This design comes from an exercise in tuning for small area, a short achievable clock period and few clock cycles per item on the open sky130 flow, not from production work.
At most, simulation tests tie the RTL to the original design; equivalence was not proved.
Power figures rest on the tool's default switching activity, not on a simulated workload.

Setup of v38:
Design modular_exponentiation_core, start of the top module:
module modular_exponentiation_core
(
	input logic clk,
	input logic arst_n,
	input logic cfg_valid,
	output logic cfg_ready,
	input logic [mexp_pkg::FIELD_W-1:0] cfg_modulus,
	input logic req_valid,
	output logic req_ready,
	input logic [mexp_pkg::FIELD_W-1:0] req_message,
	input logic [mexp_pkg::FIELD_W-1:0] req_exponent,
	output logic rsp_valid,
	input logic rsp_ready,
	output logic [mexp_pkg::FIELD_W-1:0] rsp_power_mod
);
Size in the first run: roughly 1600 cells after synthesis, roughly 140 I/O pins, about 15000 sq um of cells after synthesis.
==> flow/config.mk <==
export PLATFORM = sky130hd
export DESIGN_NAME = modular_exponentiation_core
export DESIGN_NICKNAME = modular_exponentiation_core
export VERILOG_FILES = /design/flow/design.v
export SDC_FILE = /design/flow/constraint.sdc
export NUM_CORES = 4
export LEC_CHECK = 0
export CAP_MARGIN = 20
export CORE_MARGIN = 2
export CORE_UTILIZATION = 40
export PLACE_DENSITY = 0.75
export SETUP_SLACK_MARGIN = 4.2
export SLEW_MARGIN = 20
==> flow/constraint.sdc <==
create_clock -name core_clock -period 8.0 [get_ports {clk}]
set_input_delay 1.6000 -clock core_clock [delete_from_list [all_inputs] [get_ports {clk}]]
set_output_delay 1.6000 -clock core_clock [all_outputs]
set_load 0.01 [all_outputs]
standard.sh (not shown) runs the stock make flow with config.mk's settings and CLKGATE_MAP_FILE= SYNTH_SCRIPT=/design/flow/synth_recipe.tcl, a recipe that flattens the netlist after the stock synthesis.
==> flow/flow/run.sh <==
#!/bin/bash
# The standard layout, with the port buffers taken as the smallest buffer
# (sky130_fd_sc_hd__buf_1) instead of the delay buffer buffer_ports picks
# by itself. Every input and output port still gets its buffer.
set -e
export BUFFER_PORTS_ARGS="-buffer_cell sky130_fd_sc_hd__buf_1"
bash standard.sh > standard.log 2>&1
Testbench counts of v38, summed over its fixed seeds: cycles 288,092, items 192.
The following lists how v47 was set up differently from v38:
Settings: swapping 40 for 55 in CORE_UTILIZATION; clearing PLACE_DENSITY, which used to be 0.75.
==> flow/run.sh (new file) <==
#!/bin/bash
# synth_recipe.tcl (not shown) runs the flow's synth.tcl, then flattens the netlist and writes it again
# the make line also repeats each setting of config.mk as NAME=value (left out here)
make -C /OpenROAD-flow-scripts/flow DESIGN_CONFIG=/design/flow/config.mk WORK_HOME=/design/flow/orfs CLKGATE_MAP_FILE= SYNTH_SCRIPT=/design/flow/synth_recipe.tcl finish
removed: flow/flow/run.sh
removed: flow/standard.sh
Findings:
v47 has completed all stages; timing, DRC and antenna checks passed. From v38 to v47 the numbers moved as follows: worst hold slack +8.6 ps; total power +about 0.7%; number of buffers inserted to repair setup after CTS -1; sum of net half-perimeters after detailed placement -5.4%; final critical path time including I/O delays and setup -98 ps. Summary — met3 capacity usage during global routing, v47 relative to v38: higher, by 2.6 points. Compared with v38, v47 ends up with a larger final cell area. v47 gives less die area than v38 did.
Modified inputs, v55 compared to v47
Settings: CORE_UTILIZATION now 40, was 55; PLACE_DENSITY now 0.75, previously not set.
Global-route wire length before repair ends up lower on v47.
When v55 is measured against v47, its instance area at placement turns out about 1% higher.
v55 vs v47: clock network fraction of design power down in v55
In v55, setup slack is lower than in v47.
Summary of v55 over v47: final weighted congestion in routability-driven placement lower; data required time of the critical path lower.
Going from v47 to v55, share of cell area taken by flip-flops and latches grows by 0.18 points.
From v47 to v55 the numbers moved as follows: final wirelength shows an increase of 1.3%; tightest slew margin relative to the limit shows an increase of 0.91 points; layout-stage area growth over the synthesis result shows a reduction of 0.67 points.

## garnet
modular_exponentiation_core again, from the RTL that the note above started with.
clock: 8.0 ns
lec_check: 0
cap_margin: 20
core_margin: 2
core_utilization: 40
setup_slack_margin: 4.4
slew_margin: 20
run.sh (not shown) runs the stock make flow with config.mk's settings and CLKGATE_MAP_FILE= SYNTH_SCRIPT=/design/flow/synth_recipe.tcl, a recipe that flattens the netlist after the stock synthesis.
Stock flow here: none of the scripts above is used.
Every stage of the flow completed for garnet, and the final layout passed the timing, DRC and antenna checks.
Testbench counts of garnet, summed over its fixed seeds: cycles 288,092, items 192.
diff inputs: garnet => pepper
Settings: swapping 4.4 for 4.2 in SETUP_SLACK_MARGIN.
[summary]
Looking at first-pass GRT wire length across pepper and garnet, the one that comes out lower is pepper.
Internal power component came out lower on pepper than on garnet.
Relative to garnet, area occupied by multi-input gates has decreased by 150 um^2 in pepper.
pepper vs garnet: slew at the pin closest to its max-slew limit down
garnet consumes more power than pepper.
pepper vs. garnet: cell area shows a reduction of 2.0%; sequential power shows no meaningful change; switching power of the nets shows a reduction of about 2.3%; number of gates resized after CTS shows a reduction of 9.
Changes in amber relative to pepper:
Settings: SETUP_SLACK_MARGIN: 4.2 -> 3.8.
Results
- amber ends up with lower worst voltage drop across the vdd grid than pepper does.
- Final period demand of the worst path (amber over pepper): increase, 320 ps
- Clock-buffer cell count was higher in the run labelled amber.
- Post-layout instance count excluding filler cells: lower on amber
- Routed wire length per instance, amber and pepper: lower on amber
- According to the power report, total power for amber is lower than for pepper.
Inputs modified between amber and ember:
Settings: setting PLACE_DENSITY to 0.75 for the first time; changing SETUP_SLACK_MARGIN from 3.8 to 4.3.
- [compare] base=amber new=ember: sequential share of layout area decreased 0.69 points; timing-limited maximum frequency increased 5.6%; via count increased 314; met2 track demand over resource in global routing increased 1.6 points; highest cell delay on the worst timing path increased 140 ps.
- ember reached the final stage; the timing, DRC and antenna checks on its layout passed.

Setup of build 64:
Another version of the RTL of modular_exponentiation_core (not shown whole).
Size in the first run: about 1600 cells after synthesis, ~220 flip-flops.
Settings: LEC_CHECK=0, CAP_MARGIN=20, CORE_MARGIN=2, CORE_UTILIZATION=60, PLACE_DENSITY=0.75, SETUP_SLACK_MARGIN=4.5, SLEW_MARGIN=20; clock period 8.0 ns.
Testbench counts of build 64, summed over its fixed seeds: cycles 288,092, items 192.
### build 64 -> build 63
# build 64
export LEC_CHECK = 0
export CAP_MARGIN = 20
export CORE_MARGIN = 2
export CORE_UTILIZATION = 60
export PLACE_DENSITY = 0.75
export SETUP_SLACK_MARGIN = 4.5
export SLEW_MARGIN = 20
create_clock -name core_clock -period 8.0 [get_ports {clk}]
# build 63
export LEC_CHECK = 0
export CAP_MARGIN = 20
export CORE_MARGIN = 2
export CORE_UTILIZATION = 40
export SETUP_SLACK_MARGIN = 4.0
export SLEW_MARGIN = 20
create_clock -name core_clock -period 8.0 [get_ports {clk}]
==> run summary <==
Setup slack: build 63 less than build 64. Internal power component went down by more than 10% going from build 64 to build 63. The final reports for build 63 and build 64 show placed wire-length estimate after detailed placement higher in the former. On relative max-transition margin: between build 64 and build 63, it ends up higher for build 63. Post-route clock period utilization delta for build 63 relative to build 64: 0.29 points higher. Build 63 vs build 64, cell at the slowest stage of the critical path: sky130_fd_sc_hd__fa_2 vs sky130_fd_sc_hd__fa_1. The higher relative contribution of combinational cells to total power came out of build 64. Build 63 — post-detailed-route wirelength per cell 2.2 um lower, build 64 as reference. Slew at the pin closest to its max-slew limit in build 63 is 0.24 ns lower than in build 64. The core of build 63 is less densely filled than that of build 64. The via count number comes out lower for build 63 vs build 64.
> inputs changed (build 63 -> build 90)
# build 63
export LEC_CHECK = 0
export CAP_MARGIN = 20
export CORE_MARGIN = 2
export CORE_UTILIZATION = 40
export SETUP_SLACK_MARGIN = 4.0
export SLEW_MARGIN = 20
create_clock -name core_clock -period 8.0 [get_ports {clk}]
# build 90
export LEC_CHECK = 0
export CAP_MARGIN = 20
export CORE_MARGIN = 2
export CORE_UTILIZATION = 40
export SETUP_SLACK_MARGIN = 4.5
export SLEW_MARGIN = 20
create_clock -name core_clock -period 8.0 [get_ports {clk}]
==> comparison <==
Sequential fraction of total cell area, build 90 and build 63, higher one = build 63. Taking build 63 as the reference, in build 90 fraction of met1 tracks used by global routing increased 0.85 points; clock-buffer cell count saw a decrease; sequential fraction of the synthesis area did not really move.
--- input diff build 90..build 32 ---
# build 90
export LEC_CHECK = 0
export CAP_MARGIN = 20
export CORE_MARGIN = 2
export CORE_UTILIZATION = 40
export SETUP_SLACK_MARGIN = 4.5
export SLEW_MARGIN = 20
create_clock -name core_clock -period 8.0 [get_ports {clk}]
# build 32
export LEC_CHECK = 0
export CAP_MARGIN = 20
export CORE_MARGIN = 2
export CORE_UTILIZATION = 40
export SETUP_SLACK_MARGIN = 3.5
export SLEW_MARGIN = 20
create_clock -name core_clock -period 8.0 [get_ports {clk}]
Notes after the runs:
- Build 32 against build 90; final layout net count is down by a few percent.
- Summary of build 32 over build 90: clock skew rose by 0.012 ns, share of the clock period used by the worst path grew by 6.8 points, via count shrank by 507, minimum setup slack in the final design shrank by 0.54 ns.
- Leakage power on build 32 is ahead of build 90.

modular_exponentiation_core, a different RTL version from the one above (not shown whole).
Size in the first run: about 1500 cells after synthesis, ~220 flip-flops, roughly 14000 um2 of cells after synthesis.
==> flow/config.mk <==
export PLATFORM = sky130hd
export DESIGN_NAME = modular_exponentiation_core
export DESIGN_NICKNAME = modular_exponentiation_core
export VERILOG_FILES = /design/flow/design.v
export SDC_FILE = /design/flow/constraint.sdc
export NUM_CORES = 4
export LEC_CHECK = 0
export CAP_MARGIN = 20
export CORE_MARGIN = 2
export CORE_UTILIZATION = 40
export SLEW_MARGIN = 20
==> flow/constraint.sdc <==
create_clock -name core_clock -period 8.0 [get_ports {clk}]
set_input_delay 1.6000 -clock core_clock [delete_from_list [all_inputs] [get_ports {clk}]]
set_output_delay 1.6000 -clock core_clock [all_outputs]
set_load 0.01 [all_outputs]
Testbench counts at the start, summed over its fixed seeds: cycles 288,092, items 192.
Edit:
ABC_CLOCK_PERIOD_IN_PS = 2500   (was unset)
SETUP_SLACK_MARGIN = 4.5   (was unset)
After rerunning: The new run ran to the end with no violations; global-route usage went up by 1.3 points; utilization is higher by 2.9 points; register-to-register slack improved by 1.0 ns; design area is higher by 6.0%; final cell count rose by 2.2%; count of clock-buffer cells in the layout does not change; critical path depth falls by 1; total power goes down by 1.8%.

Another version of the RTL of modular_exponentiation_core (not shown whole).
Size in the first run: ~1900 cells after synthesis, roughly 250 flip-flops, about 140 I/O pins, about 17000 um2 of cells after synthesis.
clock: 8.0 ns
lec_check: 0
cap_margin: 20
core_margin: 2
core_utilization: 40
setup_slack_margin: 4.9
slew_margin: 20
The first run finished with timing, DRC and antenna clean.
Then changed:
SETUP_SLACK_MARGIN = 4.5   (was 4.9)
The changed run finished with timing, DRC and antenna clean.
Total power goes down by a few percent.
Clock power goes up by roughly a tenth.
Routed wire length goes down slightly.
Sequential share of layout area goes up by 0.89 points.
Setup slack is worse by 180 ps.
Non-clock buffer count goes down by 39.
Final cell count goes down slightly.
Die area is unchanged.
Utilization goes down by 1.5 points.
Count of clock-buffer cells in the layout goes up by 8.
No functional check of the RTL was part of any run of this note.

Setup of run 1:
modular_exponentiation_core with an RTL version that a note above also has.
Size in the first run: roughly 1600 cells after synthesis, ~220 flip-flops, about 140 I/O pins.
Settings: LEC_CHECK=0, CAP_MARGIN=20, CORE_MARGIN=2, CORE_UTILIZATION=40, SETUP_SLACK_MARGIN=4.0, SLEW_MARGIN=20; clock period 8.0 ns.
Run 1 ended with every stage complete and zero timing, DRC or antenna violations.
Testbench counts of run 1, summed over its fixed seeds: cycles 288,092, items 192.
The following lists how run 2 was set up differently from run 1:
Settings: changing SETUP_SLACK_MARGIN from 4.0 to 4.6.
Findings:
- Run 1 and run 2 ended up with roughly the same hold slack.
- [run 2] detailed-route wire length rose 6.9% relative to run 1
- Run 2 reports a lower time the worst path needs with I/O delays and setup than run 1 does.
What run 3 does differently from run 2 at the input level:
Settings: CAP_MARGIN: 20 -> 10; PLACE_DENSITY: unset -> 0.75; SETUP_SLACK_MARGIN: 4.6 -> 4.2; SLEW_MARGIN: 20 -> 10.
### Flow results
Run 3 | stages: all done | timing, DRC, antenna: all pass
In the tables for run 2 and run 3, sequential power reads higher with run 2.
From run 2 to run 3 the numbers moved as follows: fraction of power spent switching nets went up 0.75 points; clock transition at the registers of the reported paths held; number of top-level pins held.
Comparing last weighted congestion value of the routability-driven placer for run 2 and run 3, the bigger number came from run 3.
Comparing global routing usage on met2 for run 2 and run 3, the bigger number came from run 2.
[compare] base=run 2 new=run 3: final critical delay including setup and external delays saw an increase, power drawn by the clock network down 19%.

Setup of alpha:
Starting RTL as in the previous note.
make LEC_CHECK=0 CAP_MARGIN=20 CORE_MARGIN=2 CORE_UTILIZATION=40 PLACE_DENSITY=0.75 SETUP_SLACK_MARGIN=4.1 SLEW_MARGIN=20 finish   # period 8.0 ns
Testbench counts of alpha, summed over its fixed seeds: cycles 288,092, items 192.
Relative to alpha, the following input files were edited for beta:
# alpha
export LEC_CHECK = 0
export CAP_MARGIN = 20
export CORE_MARGIN = 2
export CORE_UTILIZATION = 40
export PLACE_DENSITY = 0.75
export SETUP_SLACK_MARGIN = 4.1
export SLEW_MARGIN = 20
create_clock -name core_clock -period 8.0 [get_ports {clk}]
# beta
export LEC_CHECK = 0
export CAP_MARGIN = 20
export CORE_MARGIN = 2
export CORE_UTILIZATION = 40
export PLACE_DENSITY = 0.85
export SETUP_SLACK_MARGIN = 4.3
export SLEW_MARGIN = 20
create_clock -name core_clock -period 8.0 [get_ports {clk}]
==> comparison <==
The flow did not stop early for beta: all stages ran, and the layout cleared the timing, DRC and antenna checks.
Between alpha and beta, total track usage is higher for beta, alpha comes in under that.
On global placer's final weighted congestion, the lower figure sits with alpha, not beta.
Relative to alpha, the total power after layout measured on beta has increased by a few percent.
beta ended with more met3 usage than alpha.
Taking alpha as the reference, in beta total of clock buffers placed in the layout went down by about 17%, area occupied by multi-input gates saw an increase, setup slack saw an increase.
The inputs of gamma differ from those of beta as listed below.
# beta
export LEC_CHECK = 0
export CAP_MARGIN = 20
export CORE_MARGIN = 2
export CORE_UTILIZATION = 40
export PLACE_DENSITY = 0.85
export SETUP_SLACK_MARGIN = 4.3
export SLEW_MARGIN = 20
create_clock -name core_clock -period 8.0 [get_ports {clk}]
# gamma
export LEC_CHECK = 0
export CAP_MARGIN = 20
export CORE_MARGIN = 2
export CORE_UTILIZATION = 40
export PLACE_DENSITY = 0.75
export SETUP_SLACK_MARGIN = 4.2
export SLEW_MARGIN = 20
create_clock -name core_clock -period 8.0 [get_ports {clk}]
==> flow/flow/run.sh (new file) <==
#!/bin/bash
# The standard layout, with the port buffers taken as the smallest buffer
# (sky130_fd_sc_hd__buf_1) instead of the delay buffer buffer_ports picks
# by itself (every input and output port still gets its buffer), and with
# gate sizing free to change a cell's footprint.
set -e
export BUFFER_PORTS_ARGS="-buffer_cell sky130_fd_sc_hd__buf_1"
bash standard.sh MATCH_CELL_FOOTPRINT=0 finish > standard.log 2>&1
==> flow/standard.sh (new file) <==
#!/bin/bash
# synth_recipe.tcl (not shown) runs the flow's synth.tcl, then flattens the netlist and writes it again
# the make line also repeats each setting of config.mk as NAME=value (left out here)
make -C /OpenROAD-flow-scripts/flow DESIGN_CONFIG=/design/flow/config.mk WORK_HOME=/design/flow/orfs CLKGATE_MAP_FILE= SYNTH_SCRIPT=/design/flow/synth_recipe.tcl "${@:-finish}"
removed: flow/run.sh
==> run summary <==
Comparing beta and gamma, non-clock buffer count is higher on beta. All of beta and gamma finish clean. Final HPWL from detailed placement of gamma is on par with beta. [gamma vs beta] synthesis-to-layout area growth: lower in gamma. beta → gamma: power went down by 0.30 mW; first-pass iteration count of the detailed router increased 1. Sequential power: gamma vs beta, no meaningful difference. gamma vs. beta: fraction of area in multi-input gates rose by 2.4 points, proportion of cell area occupied by registers went up 1.9 points, number of combinational gates with multiple inputs ~0 delta. Clock network fraction of total power, beta and gamma: lower on gamma.

==> afterwards: timing with drivers on the ports <==
No port has a modelled driver above. Below, the same layouts with a new extraction and two added sets of constraints. Step 1: set_driving_cell puts a clkbuf_16 on clk and a buf_2 on each other input, an assumption about the parent block. Step 2, shift: input delay + t, output delay - t, t = (earliest + latest rising clock arrival at the registers) / 2. This alone moves slack from input paths to output paths. Slacks: no drivers / after step 1 / after step 2; pairs: no drivers / after step 1.
| run | shift t [ns] | setup slack, ns | worst data-port slew with drivers (ns) | cell pins on the clock port's net |
|---|---|---|---|---|
| v38 | 0.584 | 4.170 / 4.170 / 4.170 | 0.05 | 1 |
| v47 | 0.585 | 4.268 / 4.268 / 4.268 | 0.05 | 1 |
| v55 | 0.571 | 4.253 / 4.253 / 4.253 | 0.06 | 1 |
| garnet | 0.588 | 4.182 / 4.182 / 4.182 | 0.04 | 1 |
| pepper | 0.598 | 4.287 / 4.287 / 4.287 | 0.05 | 1 |
| amber | 0.605 | 3.972 / 3.972 / 3.972 | 0.04 | 1 |
| ember | 0.565 | 4.185 / 4.185 / 4.185 | 0.05 | 1 |
| build 64 | 0.581 | 4.188 / 4.188 / 4.188 | 0.06 | 1 |
| build 63 | 0.593 | 4.165 / 4.165 / 4.165 | 0.05 | 1 |
| build 90 | 0.595 | 4.298 / 4.298 / 4.298 | 0.04 | 1 |
| build 32 | 0.589 | 3.753 / 3.753 / 3.753 | 0.05 | 1 |
| the first run of note 4 | 0.591 | 2.542 / 2.542 / 2.542 | 0.05 | 1 |
| the second run of note 4 | 0.592 | 3.577 / 3.577 / 3.577 | 0.05 | 1 |
| the first run of note 5 | 0.629 | 4.745 / 4.745 / 4.745 | 0.04 | 1 |
| the second run of note 5 | 0.627 | 4.568 / 4.512 / 4.620 | 0.07 | 1 |
| run 1 | 0.605 | 4.084 / 4.084 / 4.084 | 0.04 | 1 |
| run 2 | 0.584 | 4.319 / 4.319 / 4.319 | 0.05 | 1 |
| run 3 | 0.571 | 4.253 / 4.253 / 4.253 | 0.06 | 1 |
| alpha | 0.568 | 4.212 / 4.212 / 4.212 | 0.06 | 1 |
| beta | 0.582 | 4.266 / 4.266 / 4.266 | 0.05 | 1 |
| gamma | 0.584 | 4.170 / 4.170 / 4.170 | 0.05 | 1 |
After both steps setup and hold are still met in every run listed.
